What follows belongs to an exercise in optimizing a design on an open flow for small area; a production flow would make more cautious choices.
The RTL was checked by simulation tests, not by an equivalence proof against the original design.
No activity file was given, so power comes from the tool's default toggle rates.

`config.mk`:
```
export PLATFORM = sky130hd
export DESIGN_NAME = snake_game_top
export DESIGN_NICKNAME = snake_game_top
export VERILOG_FILES = /design/flow/design.v
export SDC_FILE = /design/flow/constraint.sdc
export NUM_CORES = 4
export LEC_CHECK = 0
export CAP_MARGIN = 20
export CORE_MARGIN = 2
export CORE_UTILIZATION = 40
export SLEW_MARGIN = 20
```
`constraint.sdc`:
```
create_clock -name core_clock -period 7.0 [get_ports {Clk_Snake}]
set_input_delay 1.4000 -clock core_clock [delete_from_list [all_inputs] [get_ports {Clk_Snake}]]
set_output_delay 1.4000 -clock core_clock [all_outputs]
set_load 0.01 [all_outputs]
```
`design.v`:
```
package snake_pkg;
    typedef logic [9:0] coord_t;       
    typedef struct packed {
        coord_t x;
        coord_t y;
    } cell_pos_t;
    localparam coord_t CELL     = 10'd32;
    localparam coord_t SCREEN_W = 10'd640;
    localparam coord_t SCREEN_H = 10'd480;
    typedef enum logic [2:0] {
        DIR_IDLE  = 3'd0,
        DIR_UP    = 3'd1,
        DIR_DOWN  = 3'd2,
        DIR_LEFT  = 3'd3,
        DIR_RIGHT = 3'd4,
        DIR_OVER  = 3'd5
    } dir_t;
    typedef logic [7:0] food_count_t;    
    localparam int MAX_LEN_DEFAULT = 15;
    typedef logic [$clog2(MAX_LEN_DEFAULT + 1)-1:0] len_t;
    localparam cell_pos_t HEAD_START  = {10'd288, 10'd224};
    localparam cell_pos_t BODY0_START = {10'd256, 10'd224};
    localparam cell_pos_t BODY1_START = {10'd224, 10'd224};
    localparam cell_pos_t FOOD_START  = {10'd416, 10'd160};
    localparam cell_pos_t COUNT_START = {10'd0, 10'd448};
    localparam len_t START_LEN       = 4'd3;
    localparam len_t COLLIDE_MIN_LEN = 4'd5;    
endpackage
`timescale 1ns/1ps
module snake_head_step (
    input  logic                 Clk_Snake,
    input  logic                 reset,
    input  snake_pkg::dir_t      dir,
    output snake_pkg::cell_pos_t head
);
    localparam snake_pkg::coord_t LAST_X = snake_pkg::SCREEN_W - snake_pkg::CELL;    
    localparam snake_pkg::coord_t LAST_Y = snake_pkg::SCREEN_H - snake_pkg::CELL;    
    always_ff @(posedge Clk_Snake or posedge reset) begin
        if (reset) begin
            head <= snake_pkg::HEAD_START;
        end else begin
            case (dir)
                snake_pkg::DIR_UP: begin
                    if (head.y == '0)
                        head.y <= LAST_Y;    
                    else
                        head.y <= head.y - snake_pkg::CELL;
                end
                snake_pkg::DIR_DOWN: begin
                    if (head.y == LAST_Y)
                        head.y <= '0;
                    else
                        head.y <= head.y + snake_pkg::CELL;
                end
                snake_pkg::DIR_LEFT: begin
                    if (head.x == '0)
                        head.x <= LAST_X;    
                    else
                        head.x <= head.x - snake_pkg::CELL;
                end
                snake_pkg::DIR_RIGHT: begin
                    if (head.x == LAST_X)
                        head.x <= '0;
                    else
                        head.x <= head.x + snake_pkg::CELL;
                end
                default: begin
                    head <= head;
                end
            endcase
        end
    end
endmodule
`timescale 1ns/1ps
module snake_body_shift #(
    parameter int MAX_LEN = snake_pkg::MAX_LEN_DEFAULT
) (
    input  logic                              Clk_Snake,
    input  logic                              reset,
    input  snake_pkg::dir_t                   dir,
    input  snake_pkg::cell_pos_t              head,
    output logic [MAX_LEN-2:0][19:0] body
);
    logic frozen;
    assign frozen = (dir == snake_pkg::DIR_IDLE) || (dir == snake_pkg::DIR_OVER);
    always_ff @(posedge Clk_Snake or posedge reset) begin
        if (reset) begin
            body    <= '0;             
            body[0] <= snake_pkg::BODY0_START;
            body[1] <= snake_pkg::BODY1_START;
        end else if (!frozen) begin
            body <= {body[MAX_LEN-3:0], head};
        end
    end
endmodule
`timescale 1ns/1ps
module snake_food_keeper #(
    parameter int MAX_LEN = snake_pkg::MAX_LEN_DEFAULT
) (
    input  logic                   Clk_Snake,
    input  logic                   reset,
    input  snake_pkg::cell_pos_t   head,
    output snake_pkg::cell_pos_t   food,
    output snake_pkg::food_count_t food_count,
    output snake_pkg::len_t        len
);
    localparam snake_pkg::coord_t LAST_X   = snake_pkg::SCREEN_W - snake_pkg::CELL;
    localparam snake_pkg::coord_t LAST_Y   = snake_pkg::SCREEN_H - snake_pkg::CELL;
    localparam snake_pkg::len_t   LEN_FULL = snake_pkg::len_t'(MAX_LEN);
    snake_pkg::cell_pos_t cnt;    
    logic      eat;
    assign eat = (head == food);
    always_ff @(posedge Clk_Snake or posedge reset) begin
        if (reset) begin
            cnt <= snake_pkg::COUNT_START;
        end else begin
            cnt.x <= (cnt.x == LAST_X) ? '0 : cnt.x + snake_pkg::CELL;
            cnt.y <= (cnt.y == '0) ? LAST_Y : cnt.y - snake_pkg::CELL;
        end
    end
    always_ff @(posedge Clk_Snake or posedge reset) begin
        if (reset) begin
            food       <= snake_pkg::FOOD_START;
            food_count <= '0;
            len        <= snake_pkg::START_LEN;
        end else if (eat) begin
            food       <= cnt;
            food_count <= food_count + 1'b1;
            if (len != LEN_FULL)
                len <= len + 1'b1;    
        end
    end
endmodule
`timescale 1ns/1ps
module snake_pixel_hit #(
    parameter int MAX_LEN = snake_pkg::MAX_LEN_DEFAULT
) (
    input  snake_pkg::cell_pos_t               pix,
    input  snake_pkg::cell_pos_t               head,
    input  logic [MAX_LEN-2:0][19:0]          body,
    input  snake_pkg::cell_pos_t               food,
    input  snake_pkg::len_t                    len,
    output logic                               head_draw,
    output logic                               snake_draw,
    output logic                               collide,
    output logic                               food_draw
);
    logic [MAX_LEN-2:0] seg_live;    
    logic [MAX_LEN-2:0] seg_hit;
    logic [MAX_LEN-2:0] seg_bite;
    function automatic logic cell_hit(input snake_pkg::cell_pos_t p, input snake_pkg::cell_pos_t c);
        logic in_x;
        logic in_y;
        in_x = (p.x > c.x) && (p.x < c.x + snake_pkg::CELL);
        in_y = (p.y > c.y) && (p.y < c.y + snake_pkg::CELL);
        cell_hit = in_x && in_y;
    endfunction
    always_comb begin
        for (int i = 0; i < MAX_LEN - 1; i++) begin
            seg_live[i] = (i + 1) < int'(len);
            seg_hit[i]  = seg_live[i] && cell_hit(pix, body[i]);
            seg_bite[i] = seg_live[i] && (head == body[i]);
        end
    end
    assign head_draw  = cell_hit(pix, head);
    assign food_draw  = cell_hit(pix, food);
    assign snake_draw = |seg_hit;
    assign collide = (len >= snake_pkg::COLLIDE_MIN_LEN) && (|seg_bite);
endmodule
`timescale 1ns/1ps
module snake_game_top #(
    parameter int MAX_LEN = snake_pkg::MAX_LEN_DEFAULT
) (
    input  logic                   Clk_Snake,
    input  logic                   reset,
    input  snake_pkg::coord_t      sx,
    input  snake_pkg::coord_t      sy,
    input  snake_pkg::dir_t        dir,
    output logic                   head_draw,
    output logic                   snake_draw,
    output logic                   collide,
    output logic                   food_draw,
    output snake_pkg::food_count_t food_count
);
    snake_pkg::cell_pos_t                head;
    logic [MAX_LEN-2:0][19:0]            body;
    snake_pkg::cell_pos_t                food;
    snake_pkg::cell_pos_t                pix;     
    snake_pkg::len_t                     len;
    assign pix = {sx, sy};
    snake_head_step u_head_step (
        .Clk_Snake (Clk_Snake),
        .reset     (reset),
        .dir       (dir),
        .head      (head)
    );
    snake_food_keeper #(
        .MAX_LEN (MAX_LEN)
    ) u_food_keeper (
        .Clk_Snake  (Clk_Snake),
        .reset      (reset),
        .head       (head),
        .food       (food),
        .food_count (food_count),
        .len        (len)
    );
    snake_body_shift #(
        .MAX_LEN (MAX_LEN)
    ) u_body_shift (
        .Clk_Snake (Clk_Snake),
        .reset     (reset),
        .dir       (dir),
        .head      (head),
        .body      (body)
    );
    snake_pixel_hit #(
        .MAX_LEN (MAX_LEN)
    ) u_pixel_hit (
        .pix        (pix),
        .head       (head),
        .body       (body),
        .food       (food),
        .len        (len),
        .head_draw  (head_draw),
        .snake_draw (snake_draw),
        .collide    (collide),
        .food_draw  (food_draw)
    );
endmodule
```
`run.sh`:
```
#!/bin/bash
# synth_recipe.tcl (not shown) runs the flow's synth.tcl, then flattens the netlist and writes it again
# the make line also repeats each setting of config.mk as NAME=value (left out here)
make -C /OpenROAD-flow-scripts/flow DESIGN_CONFIG=/design/flow/config.mk WORK_HOME=/design/flow/orfs CLKGATE_MAP_FILE= SYNTH_SCRIPT=/design/flow/synth_recipe.tcl finish
```
==> run summary <==
flip-flops by register name, summed over array words and instances, names as in the netlist:
name,flops
u_food_keeper.cnt,10
u_food_keeper.food,10
u_body_shift.body,140
u_food_keeper.food_count,8
u_head_step.head,10
u_food_keeper.len,4
cell usage after synthesis, types with 3 or more instances:
cell / instances
xnor2_1: 174
o21ai_1: 17
dfstp_2: 25
o21ai_0: 211
o211ai_1: 9
nand2_1: 213
a21boi_0: 3
nor3b_1: 3
a21oi_1: 71
nor3_1: 13
buf_6: 3
a221oi_1: 6
and4_1: 6
nor2_1: 79
a32oi_1: 3
or4_1: 4
o21a_1: 20
xor2_1: 84
nor2b_1: 13
o22ai_1: 12
clkbuf_1: 53
dfrtp_1: 157
nand3_1: 97
nand4_1: 46
a311oi_1: 8
a41oi_1: 3
o2111ai_1: 5
inv_1: 220
a211o_1: 9
nand2b_1: 27
a31oi_1: 5
nor4_1: 42
and3_1: 10
or2_2: 4
a21o_1: 27
buf_2: 39
a211oi_1: 20
ha_1: 359
worst max-delay path: cells and delay by family:
kind | cells | cell delay, ns
AND/OR/NAND/NOR | 4 | 1.84
buffers and inverters | 2 | 0.95
AO/OA/AOI/OAI | 3 | 0.48
layout make-up:
cell class / instances / share of cell area
Timing Repair Buffer: 62 / 0.0272
Sequential cell: 182 / 0.235
Tap cell: 592 / 0.0379
Clock inverter: 13 / 0.00705
Clock buffer: 19 / 0.0232
Multi-Input combinational cell: 1635 / 0.627
Inverter: 220 / 0.0427
placed cells by master (no fill, tap or decap), types with 4 or more instances in the layout:
master	netlist	routed
o21ai_1	17	17
nand2_1	213	213
inv_6	0	4
buf_2	39	10
clkbuf_16	0	17
nor2b_1	13	13
o2111ai_1	5	5
dfrtp_1	157	156
a21oi_1	71	71
a21o_1	27	27
o211ai_1	9	9
xor2_1	84	84
dfstp_2	25	25
o21ai_0	211	211
nor2_1	79	78
a311oi_1	8	8
xnor2_1	174	174
or2_2	4	4
a221oi_1	6	6
o21a_1	20	20
nand4_1	46	46
o22ai_1	12	12
and3_1	10	10
ha_1	359	359
inv_1	220	219
buf_4	1	24
nand3_1	97	97
a211o_1	9	9
clkinv_4	0	4
a31oi_1	5	5
a211oi_1	20	20
nand2b_1	27	27
and4_1	6	6
or4_1	4	4
clkdlybuf4s50_1	0	26
nor3_1	13	13
nor4_1	42	41
kinds of logic after synthesis:
kind of cell,after synthesis,share of synthesized area
fa+ha+maj,359,0.248
compound gates,446,0.148
buf+inv,317,0.0700
mux,3,0.00180
xor+xnor,258,0.125
flops,182,0.254
simple gates,569,0.153
final timing paths:
kind                       slack (ns)                     endpoint                        start  cells after the start
max                              0.92                   snake_draw                        sy[3]                      9
min                              0.49  u_food_keeper.food_count[7]  u_food_keeper.food_count[7]                      1
max reg2reg                      4.23  u_food_keeper.food_count[7]          u_head_step.head[7]                      8
min reg2reg                      0.49  u_food_keeper.food_count[7]  u_food_keeper.food_count[7]                      1
max in group asynchronous        4.39       u_body_shift.body[216]                        reset                      3
min in group asynchronous        1.32         u_head_step.head[17]                        reset                      2
through the flow:
stage / hold WS, ns / power, W / setup WS (ns)
floorplan: 0.462 / 0.00484 / 0.698
global placement: 0.468 / 0.00581 / 0.808
detailed placement: 0.484 / 0.00596 / 0.879
CTS: 0.495 / 0.00701 / 0.870
global route: 0.517 / 0.00770 / 0.772
finish: 0.494 / 0.00701 / 0.922
power by group through the flow:
stage          combinational [W]  sequential (W)  clock [W]
2_1_floorplan            0.00306         0.00178          0
5_1_grt                  0.00441         0.00221    0.00108
3_3_place_gp             0.00366         0.00215          0
3_5_place_dp             0.00380         0.00216          0
6_report                 0.00385         0.00215    0.00102
4_1_cts                  0.00383         0.00214    0.00104
metal layers:
layer,vias to the layer above,global-route usage,share of wire
met2,382,0.367,0.45
met5,-,0,0
met3,84,0.0241,0.049
met1,7234,0.329,0.48
li1,7374,-,-
met4,0,0.0792,0.025
==> results.toml <==
[final_layout]
fillCellCount = 4325
syn_to_final_growth_pct = 7.99
final_net_count = 2502
seq_area_sq_mm = 0.00459
postLayoutCellArea_sq_mm = 0.0195
final_cells = 2723
drive_gt1_frac = 0.0521
antenna_cells = 0
multiInputGateArea_sq_mm = 0.0122
utilization = 0.440

[place]
gp_congestion = 0.896
post_dp_cell_area_sq_mm = 0.0189
portBuffers = 36
hpwlAfterDp_um = 37300
placedCellCount = 2691

[detailed_routing]
first_pass_iters = 5
drc = 0
drt-initial-drc-count = 1099
dr_total_vias = 15100
routed_wl_um = 52600
viasPerCell = 5.54
antenna_left = 0
wl_per_cell_um = 19.3

[worst_setup_path]
crit_path_top_delay_cell = "or4_4"
cp-start-kind = "primary input"
critical_path.cell_chain = "clkdlybuf4s50_1 > or4_4 > nor2_4 > a311oi_1 > o211ai_1 > o22ai_1 > nor4_1 > nand3_1 > clkdlybuf4s50_1"
crit_required_ns = 5.60
end_kind = "output pin"
cp_common_cell = "clkdlybuf4s50_1"
cpPeakStageDelay_ns = 0.66
worstPathArrival_ns = 4.68
path_class = "in2out"
cp_max_fo = 11

[global_route]
overflow = 0
grt_pass1_vias = 15000
grt_max_degree = 281
antenna_found_initial = 0
grt_pass1_wl_um = 85200
track_usage = 0.232

[pwr]
p_int_w = 0.00366
leakage_nw = 8.68
peakVddDrop_mv = 0.169
p_clk_frac = 0.145
combPwrFrac = 0.548
p_sw_frac = 0.479
seqPwrFrac = 0.307
power_density_mw_per_mm2 = 359
p_switching_w = 0.00336

[yosys]
netlist_area_sq_mm = 0.0181
synth_nets = 2518
yosysTopAreaCellShare = 0.248
seq_area_frac_synth = 0.254
yosys.area.top_type = "ha_1"
synthTopCellsByArea = "ha_1, dfrtp_1, xnor2_1, o21ai_0, inv_1"
synth_edf_count = 0
async_reset_ff_frac = 1.00
ys_warn_count = 4
ys_types = 64
synth_seq_cells = 182
ys.flop_type = "dfrtp_1"
syn_area_per_cell_sq_um = 8.47
synthCells = 2134

[outcome]
outcome = "timing/DRC/antenna clean"

[timing]
finalSetupViolCount = 0
finalCriticalPeriod_ns = 6.08
clock_skew_ns = 0.0144
relSlewSlack = 0.297
finalHoldViolCount = 0
fmax_mhz = 165
drv_slew = 0
worstMarginPinSlew_ns = 1.06
tns_ns = 0
min_period_over_period = 0.868
rsz0062_at_grt = "no"

[clock_tree]
cts_buffers = 17
cts_setup_buffers = 0
cts_hold_buf = 0
clock_latency_ns = 0.48
cts.path.max_buffers = 2
clkSinkCount = 182
cts_resized = 0
htreeDepth = 4
cts_tree = "yes"
path_clk_slew_ns = 0.08
root_buffer = "clkbuf_16"

[floorplan]
pin_count = 37
die-height_um = 217
dieWidth_um = 217
dieArea_sq_mm = 0.0469
core_area_sq_mm = 0.0444
rows = 77
initial_core_util = 0.407

[worst_hold_path]
hold_path.class = "reg2reg"

[job]
cap_violations = 0

-- static timing again, ports no longer ideal --
The flow's constraints put no driver on any port. The routed layout listed below was extracted and timed again, unchanged, in two steps. Step 1, drivers: a clkbuf_16 drives Clk_Snake and a buf_2 each remaining input, both assumed. Step 2 adds t to the input delays and takes it off the output delays; t is the mean of the earliest and latest rising clock arrival at the registers after step 1. Input paths then give back, and output paths get back, about the clock's delay inside the block. Three values: no drivers, after step 1, after step 2; two values: the first two.
shift t [ns]: 0.525
setup WS [ns]: 0.922 / 0.898 / 0.898
hold WS [ns]: 0.494 / 0.494 / 0.494
worst slew at a driven data input, ns: 0.04
cell pins on the clock port's net: 1
After both steps this run still meets setup and hold. For this run, drivers alone change the setup slack by -0.024 ns; drivers and shift together by -0.024 ns.
